Source: an optimization exercise on an open RTL-to-GDS flow (aim: small area, a short achievable clock period and few clock cycles per item). Production flows keep margins and buffers that such runs may drop.
The RTL was checked by simulation tests, not by an equivalence proof against the original design.
No activity file was given, so power comes from the tool's default toggle rates.

v48:
==> flow/design.v (excerpt) <==
module imem_resp (
    input  logic              clk,
    input  logic              rst,
    input  logic              req,
    input  logic              wr,
    input  logic [imem_pkg::ADDR_W-1:0] addr,
    input  logic [imem_pkg::DATA_W-1:0] data_in,
    output logic [imem_pkg::DATA_W-1:0] data_out,
    output logic              stall,
    output logic              done,
    output logic              err
);
    localparam int DEPTH_LOG2 = imem_pkg::DEPTH_LOG2_DEF;
    localparam int DEPTH      = 1 << DEPTH_LOG2;
    logic [imem_pkg::DATA_W-1:0] mem_q [DEPTH];
    logic [imem_pkg::DATA_W-1:0] data_out_q;
    logic                        done_q, err_q;
    logic [DEPTH_LOG2-1:0] idx;
    logic                  mem_we;
    logic                  mem_re;
    assign idx    = addr[DEPTH_LOG2:1];
    assign mem_we = req && !rst && !addr[0] &&  wr;
    assign mem_re = req && !addr[0] && !wr;
    always_ff @(posedge clk) begin
        if (rst) begin
            data_out_q <= '0;
            done_q     <= 1'b0;
            err_q      <= 1'b0;
        end else begin
            if (mem_re) begin
                data_out_q <= mem_q[idx];
            end
            done_q <= req;
            err_q  <= req && addr[0];
        end
    end
    always_ff @(posedge clk) begin
        if (mem_we) begin
            mem_q[idx] <= data_in;
        end
    end
    assign data_out = data_out_q;
    assign stall    = 1'b0;
    assign done     = done_q;
    assign err      = err_q;
endmodule
make LEC_CHECK=0 CAP_MARGIN=20 CORE_MARGIN=2 CORE_UTILIZATION=40 SETUP_SLACK_MARGIN=2.0 SLEW_MARGIN=20 TNS_END_PERCENT=5 finish   # period 5.0 ns
run.sh (not shown) runs the stock make flow with config.mk's settings and CLKGATE_MAP_FILE= SYNTH_SCRIPT=/design/flow/synth_recipe.tcl, a recipe that flattens the netlist after the stock synthesis.
Testbench counts of v48, summed over its fixed seeds: cycles 16,000, items 16,000.
#### Input delta (v16 over v48)
- SETUP_SLACK_MARGIN: 2.0 -> 1.0
- CORE_UTILIZATION: 40 -> 45
- TNS_END_PERCENT: 5 -> 10
Results
- Side by side, post-CTS resize count turned out lower in v16 than in v48.
- In the metrics for v16 and v48, the one carrying the lower overall die area is v16.
- In v16, the number of violations reported at the end of detailed-routing iteration 0 came out about 4% below the value in v48.
- The worst slack on hold paths in v16 was lower than what v48 gave.
- Looking at v16 and v48, the clock network contribution to total cell area is a wash.
- Diff v48 -> v16 | power | decrease of about 0.5%
- Of v16 and v48, v16 shows the lower detailed-route wire length, with v48 above it.
- Between v16 and v48, the difference in power share of the combinational group is negligible.
> inputs changed (v16 -> v46)
- SETUP_SLACK_MARGIN no longer set, was 1.0
- CORE_UTILIZATION now 40, was 45
- TNS_END_PERCENT no longer set, was 10
### Flow results
v16 and v46 all finish clean.
Taking v16 as the reference, in v46 total die area climbed about 12%; number of antenna violations at the first check in global routing climbed 8.
The worst slack at placement in v46 sits 0.067 ns below the value recorded for v16.
Changes observed in v46 relative to v16: power lost 0.30%; core utilization lost 5.5 points; cell count picked up an extra 623.


imem_resp, a different RTL version from the one above (not shown whole).
Size: ~7500 cells after synthesis, ~150000 sq um of cells after synthesis.
clock: 5.0 ns
lec_check: 0
cap_margin: 20
core_margin: 2
core_utilization: 40
cts_cluster_diameter: 100
cts_cluster_size: 28
setup_slack_margin: 3.0
slew_margin: 20
synth_hierarchical: 1
synth_minimum_keep_size: 0
tns_end_percent: 2
standard.sh (not shown) runs the stock make flow with config.mk's settings and CLKGATE_MAP_FILE= SYNTH_SCRIPT=/design/flow/synth_recipe.tcl, a recipe that flattens the netlist after the stock synthesis.
==> flow/flow/run.sh <==
#!/bin/bash
# Standard ORFS layout (standard synthesis unchanged), with two changes:
#  - port buffers are plain buf_2 cells instead of the default delay buffer,
#  - timing repair may resize cells across footprints, so port buffers and
#    other cells on critical paths can be upsized.
# The full make output is kept in standard.log; ORFS keeps each step's log
# under orfs/logs/.
set -euo pipefail
bash standard.sh MATCH_CELL_FOOTPRINT=0 \
    "BUFFER_PORTS_ARGS=-buffer_cell sky130_fd_sc_hd__buf_2" \
    finish > standard.log 2>&1
Testbench counts at the start, summed over its fixed seeds: cycles 16,000, items 16,000.
Then changed:
CTS_CLUSTER_SIZE = 24   (was 28)
TNS_END_PERCENT = 5   (was 2)
The new run passed the timing, design-rule and antenna checks.
Non-clock buffer count is lower by 12.
Synthesized area does not change.
Clock power increases by a few percent.
Cell area grows slightly.
Worst hold slack got worse by 0.042 ns.
Power rose slightly.
Wire length falls slightly.
Final cell count hardly moves.


Another version of the RTL of imem_resp (not shown whole).
For scale: ~7400 cells after synthesis, ~150000 um^2 of cells after synthesis.
## imem_resp
module imem_resp (
    input  logic              clk,
    input  logic              rst,
    input  logic              req,
    input  logic              wr,
    input  logic [imem_pkg::ADDR_W-1:0] addr,
    input  logic [imem_pkg::DATA_W-1:0] data_in,
    output logic [imem_pkg::DATA_W-1:0] data_out,
    output logic              stall,
    output logic              done,
    output logic              err
);
    localparam int DEPTH_LOG2 = imem_pkg::DEPTH_LOG2_DEF;
    localparam int DEPTH      = 1 << DEPTH_LOG2;
    localparam int DW         = imem_pkg::DATA_W;
    logic [DW-1:0] mem_q [DEPTH];
    logic [DW-1:0] data_out_q, data_out_d;
    logic          done_q, err_q;
    logic [DEPTH_LOG2-1:0] idx;
    logic                  mem_we;
    logic                  mem_re;
    assign idx    = addr[DEPTH_LOG2:1];
    assign mem_we = req && !rst && !addr[0] &&  wr;
    assign mem_re = req && !addr[0] && !wr;
    logic [7:0] dec0, dec1;
    logic [3:0] dec2;
    always_comb begin
  ...
Settings: LEC_CHECK=0, CAP_MARGIN=20, CORE_MARGIN=2, CORE_UTILIZATION=46, CTS_CLUSTER_DIAMETER=100, CTS_CLUSTER_SIZE=24, SETUP_SLACK_MARGIN=3.0, SLEW_MARGIN=20, SYNTH_HIERARCHICAL=1, SYNTH_MINIMUM_KEEP_SIZE=0, TNS_END_PERCENT=2; clock period 5.0 ns.
Scripts as last shown in full above: flow/flow/run.sh
Testbench counts at the start, summed over its fixed seeds: cycles 16,000, items 16,000.
Rerun with:
--- a/flow/config.mk
+++ b/flow/config.mk
@@ -9,3 +9,3 @@
 export CORE_MARGIN = 2
-export CORE_UTILIZATION = 46
+export CORE_UTILIZATION = 40
 export CTS_CLUSTER_DIAMETER = 100
@@ -16,2 +16,2 @@
 export SYNTH_MINIMUM_KEEP_SIZE = 0
-export TNS_END_PERCENT = 2
+export TNS_END_PERCENT = 5
=> The changed run completed without violations. Clock skew grows by 0.014 ns. Final area grows by about 1.8%. Core utilization shrinks by 6.1 points. Power grows by about 0.4%. Sequential share of layout area shrinks by 1.3 points. Wire length grows by about 4%. Cell count grows by about 6%.


imem_resp, a different RTL version from the one above (not shown whole).
Size: roughly 8100 cells after synthesis, ~55 I/O pins, about 150000 µm² of cells after synthesis.
clock: 5.0 ns
lec_check: 0
cap_margin: 20
core_margin: 2
core_utilization: 40
cts_cluster_diameter: 100
cts_cluster_size: 24
setup_slack_margin: 2.0
slew_margin: 20
synth_hierarchical: 1
synth_minimum_keep_size: 0
tns_end_percent: 5
Scripts as last shown in full above: flow/flow/run.sh
Testbench counts at the start, summed over its fixed seeds: cycles 16,000, items 16,000.
Edit:
- SETUP_SLACK_MARGIN: 2.0 -> 3.0
Result: First-iteration DRC count grows slightly. Clock-buffer cell count grows by 19. Routed wire length grows by a few percent. Cell area grows slightly. Sequential cell count stays the same. Sequential power barely changes. Via count grows slightly. Utilization grows by 0.69 points. Die area is unchanged. Synthesized area is unchanged.

## separate check: timing with driven ports
The flow's constraints put no driver on any port. The routed layouts listed below were extracted and timed again, unchanged, in two steps. Step 1 (the two cells are an assumption about what drives the block):
set clk [get_ports {clk}]
set_driving_cell -lib_cell sky130_fd_sc_hd__clkbuf_16 $clk
set_driving_cell -lib_cell sky130_fd_sc_hd__buf_2 [delete_from_list [all_inputs] $clk]
Step 2 also shifts input and output timing later by t, the mid clock arrival at the registers, as if the neighbouring blocks saw the same clock. Slacks: ideal ports / drivers / drivers and shift; pairs: ideal ports / drivers.
run | shift t [ns] | setup slack, ns | worst setup path at the end | pins driven straight from the clock port
v48 | 1.069 | 1.870 / 1.784 / 0.716 | input to register | 1
v16 | 1.065 | 1.343 / 1.363 / 0.298 | input to register | 1
v46 | 1.058 | 1.238 / 1.223 / 0.165 | input to register | 1
the first run of note 2 | 1.003 | 2.023 / 1.960 / 0.957 | input to register | 1
the second run of note 2 | 1.024 | 2.119 / 2.066 / 1.042 | input to register | 1
the first run of note 3 | 1.022 | 2.068 / 1.986 / 0.965 | input to register | 1
the second run of note 3 | 0.999 | 1.969 / 1.829 / 0.829 | input to register | 1
the first run of note 4 | 1.032 | 1.750 / 1.787 / 0.755 | input to register | 1
the second run of note 4 | 1.008 | 1.968 / 1.835 / 0.827 | input to register | 1
After both steps every run listed still meets setup and hold. The setup slack of v48, which loses most, moves by -0.086 ns with the drivers and by -1.154 ns with both steps.
